This design comes from an exercise in tuning for small area, a short achievable clock period and few clock cycles per item on the open sky130 flow, not from production work.
Only simulation tests tie the RTL to the original design; equivalence was not proved.
Power is estimated from default activity; no workload was simulated.

==> flow/design.v (excerpt) <==
module moving_baseline_spike_detector #(
    parameter int WINDOW     = 8,
    parameter int DAY_LENGTH = 1440
) (
    input  logic                             i_clk,
    input  logic                             i_rst_n,
    input  logic                             i_valid,
    output logic                             o_ready,
    input  logic [mbsd_pkg::COUNT_W-1:0]     i_error_count,
    input  logic                             i_start_of_day,
    output logic                             o_valid,
    input  logic                             i_ready,
    output logic                             o_decision_valid,
    output logic                             o_anomaly,
    output logic [mbsd_pkg::MINUTE_W-1:0]    o_minute_index,
    output logic [mbsd_pkg::BASE_W-1:0]      o_baseline_sum,
    output logic [mbsd_pkg::TOTAL_W-1:0]     o_anomaly_total,
    input  logic                             i_cfg_valid,
    output logic                             o_cfg_ready,
    input  logic [mbsd_pkg::CFG_IDX_W-1:0]   i_cfg_index,
    input  logic [mbsd_pkg::CFG_W-1:0]       i_cfg_data
);
Size: roughly 380 flip-flops, roughly 0.022 mm2 of cells after synthesis.
Settings: LEC_CHECK=0, ABC_AREA=1, CAP_MARGIN=20, CORE_MARGIN=2, CORE_UTILIZATION=65, CTS_CLUSTER_DIAMETER=80, CTS_CLUSTER_SIZE=24, PLACE_DENSITY=0.8, SETUP_SLACK_MARGIN=5, SLEW_MARGIN=20; clock period 10.0 ns.
standard.sh (not shown) runs the stock make flow with config.mk's settings and CLKGATE_MAP_FILE= SYNTH_SCRIPT=/design/flow/synth_recipe.tcl, a recipe that flattens the netlist after the stock synthesis.
==> flow/flow/run.sh <==
#!/bin/bash
# Standard ORFS layout (the standard.sh) with two changes to how the layout
# is made:
#  - timing repair aims for a larger setup-slack margin (flow/margin.txt), so it
#    keeps improving paths below the clock period;
#  - the port buffers that global placement inserts are plain buffers
#    (flow/port_buffer.txt) instead of the delay cell ORFS picks by default.
# The whole make output goes to make_flow.log; ORFS's per-step logs stay in
# orfs/logs.
set -euo pipefail
MARGIN=$(cat flow/margin.txt)
PORTBUF=$(cat flow/port_buffer.txt)
sed -e "s/SETUP_SLACK_MARGIN=[0-9.]*/SETUP_SLACK_MARGIN=${MARGIN}/" standard.sh > standard_margin.sh
grep -q "SETUP_SLACK_MARGIN=${MARGIN}" standard_margin.sh
bash standard_margin.sh "BUFFER_PORTS_ARGS=-buffer_cell ${PORTBUF}" finish > make_flow.log 2>&1
==> flow/flow/margin.txt <==
6.6
==> flow/flow/port_buffer.txt <==
sky130_fd_sc_hd__buf_2
The first run produced a clean layout.
Testbench counts at the start, summed over its fixed seeds: cycles 23,064, items 23,040.
==> next run, changes <==
==> flow/flow/margin.txt (replaced) <==
6.5
Settings changed: CORE_UTILIZATION 65 to 55, PLACE_DENSITY 0.8 to unset.
What happened:
- sequential power stays flat
- total power grows by about 2.4%
- cell count came out higher by 2.1%
- critical path depth climbs by 1
- combinational power falls by about 4%
- maximum frequency went down by 1.7%
==> next run, changes <==
==> flow/flow/margin.txt (replaced) <==
6.6
Settings changed: CORE_UTILIZATION 55 to 65.
What happened: Via count increases by 2.9%. Power came out lower by 1.3%. Synthesized cell count does not change. Core utilization rose by 13 points. Setup slack gets better by 110 ps. Global-route usage goes up by 3.4 points. Design area rose by 1.7%. Area after synthesis does not change.
==> next run, changes <==
Settings changed: CORE_UTILIZATION 65 to 55.
=> The new run completed without violations; non-clock buffer count is lower by 1; cell count rises by a few percent; final area is higher slightly; combinational power is lower by a few percent; routed wire length went up by a few percent; total power came out higher by a few percent; count of clock-buffer cells in the layout goes down by 5; worst setup slack hardly moves; synthesized cell count is unchanged; fmax is about the same.

========
moving_baseline_spike_detector again, from the RTL that the note above started with.
export LEC_CHECK = 0
export ABC_AREA = 1
export CAP_MARGIN = 20
export CORE_MARGIN = 2
export CORE_UTILIZATION = 55
export CTS_CLUSTER_DIAMETER = 80
export CTS_CLUSTER_SIZE = 24
export PLACE_DENSITY = 0.88
export SETUP_SLACK_MARGIN = 5
export SLEW_MARGIN = 20
create_clock -name core_clock -period 10.0 [get_ports {i_clk}]
==> flow/flow/margin.txt <==
6.6
Scripts as last shown in full above: flow/flow/run.sh, flow/flow/port_buffer.txt
Testbench counts at the start, summed over its fixed seeds: cycles 23,064, items 23,040.
Edit:
- CTS_CLUSTER_DIAMETER: 80 -> default
- CTS_CLUSTER_SIZE: 24 -> default
- PLACE_DENSITY: 0.88 -> default
Count of clock-buffer cells in the layout is higher by 25.
Die area stays the same.
Synthesized cell count is unchanged.
Global-route usage goes up by 0.81 points.
Final area rises by a few percent.
Edit:
==> flow/flow/margin.txt (replaced) <==
6.7
- CTS_CLUSTER_DIAMETER: default -> 80
- CTS_CLUSTER_SIZE: default -> 24
Setup slack improved by 0.095 ns.
Hold slack improved by 0.012 ns.
Via count barely changes.
Cell area hardly moves.
Count of clock-buffer cells in the layout fell by 25.
Wire length fell by 2.1%.
Non-clock buffer count rose by 33.
Cell count barely changes.

========
Starting RTL as in the previous note.
Settings: LEC_CHECK=0, ABC_AREA=1, CAP_MARGIN=20, CORE_MARGIN=2, CORE_UTILIZATION=55, CTS_CLUSTER_DIAMETER=80, CTS_CLUSTER_SIZE=24, PLACE_DENSITY=0.75, SETUP_SLACK_MARGIN=5, SLEW_MARGIN=20; clock period 10.0 ns.
==> flow/flow/margin.txt <==
6.6
Scripts as last shown in full above: flow/flow/run.sh, flow/flow/port_buffer.txt
The baseline ran to the end with no violations.
Testbench counts at the start, summed over its fixed seeds: cycles 23,064, items 23,040.
Rerun with:
--- a/flow/config.mk
+++ b/flow/config.mk
@@ -11,5 +11,4 @@
 export CORE_UTILIZATION = 55
-export CTS_CLUSTER_DIAMETER = 80
-export CTS_CLUSTER_SIZE = 24
-export PLACE_DENSITY = 0.75
+export CTS_CLUSTER_DIAMETER = 90
+export CTS_CLUSTER_SIZE = 30
 export SETUP_SLACK_MARGIN = 5
Result: The new run produced a clean layout. Sequential share of layout area decreases by 0.68 points. Clock skew increases by 20 ps. Design area goes up by 1.6%. Via count came out lower by 1.6%.
Rerun with:
--- a/flow/config.mk
+++ b/flow/config.mk
@@ -11,4 +11,5 @@
 export CORE_UTILIZATION = 55
-export CTS_CLUSTER_DIAMETER = 90
-export CTS_CLUSTER_SIZE = 30
+export CTS_BUF_LIST = sky130_fd_sc_hd__clkbuf_16 sky130_fd_sc_hd__clkbuf_8 sky130_fd_sc_hd__clkbuf_4
+export CTS_CLUSTER_DIAMETER = 80
+export CTS_CLUSTER_SIZE = 24
 export SETUP_SLACK_MARGIN = 5
After rerunning:
- register-to-register slack gains 50 ps
- non-clock buffer count is higher by 2
- wire length is higher by 0.92%
- final cell count is higher by about 0.44%
- worst setup slack gains 53 ps
- global-route usage hardly moves
- synthesized cell count is unchanged
- hold slack loses 8.2 ps

==> re-timing with driven ports <==
The results above use ideal ports. As a check the final layouts listed here were re-extracted and re-timed, cells and wires unchanged.
Step 1 (the two cells are an assumption about what drives the block):
set clk [get_ports {i_clk}]
set_driving_cell -lib_cell sky130_fd_sc_hd__clkbuf_16 $clk
set_driving_cell -lib_cell sky130_fd_sc_hd__buf_2 [delete_from_list [all_inputs] $clk]
Step 2, shift: input delay + t, output delay - t, t = (earliest + latest rising clock arrival at the registers) / 2. This alone moves slack from input paths to output paths.
a / b / c = ideal / step 1 / step 2; a / b = the first two.
run	shift t [ns]	setup slack, ns	hold WS [ns]	worst slew at a driven data input, ns	cell pins on the clock port's net
the first run of note 1	0.615	6.607 / 6.607 / 6.123	0.422 / 0.422 / 0.422	0.05	1
the second run of note 1	0.637	6.547 / 6.547 / 6.039	0.419 / 0.419 / 0.419	0.04	1
the third run of note 1	0.600	6.661 / 6.661 / 6.130	0.418 / 0.418 / 0.418	0.06	1
the fourth run of note 1	0.643	6.661 / 6.661 / 6.072	0.415 / 0.415 / 0.415	0.05	1
the first run of note 2	0.635	6.390 / 6.390 / 6.065	0.411 / 0.411 / 0.411	0.06	1
the second run of note 2	0.633	6.581 / 6.581 / 6.072	0.409 / 0.409 / 0.409	0.05	1
the third run of note 2	0.629	6.676 / 6.676 / 6.282	0.421 / 0.421 / 0.421	0.05	1
the first run of note 3	0.609	6.665 / 6.665 / 6.188	0.417 / 0.417 / 0.417	0.06	1
the second run of note 3	0.607	6.606 / 6.606 / 6.147	0.425 / 0.425 / 0.425	0.05	1
the third run of note 3	0.641	6.659 / 6.659 / 6.079	0.417 / 0.417 / 0.417	0.05	1
After both steps setup and hold are still met in every run listed. For the fourth run of note 1, which loses most, drivers alone change the setup slack by 0.000 ns; drivers and shift together by -0.589 ns.
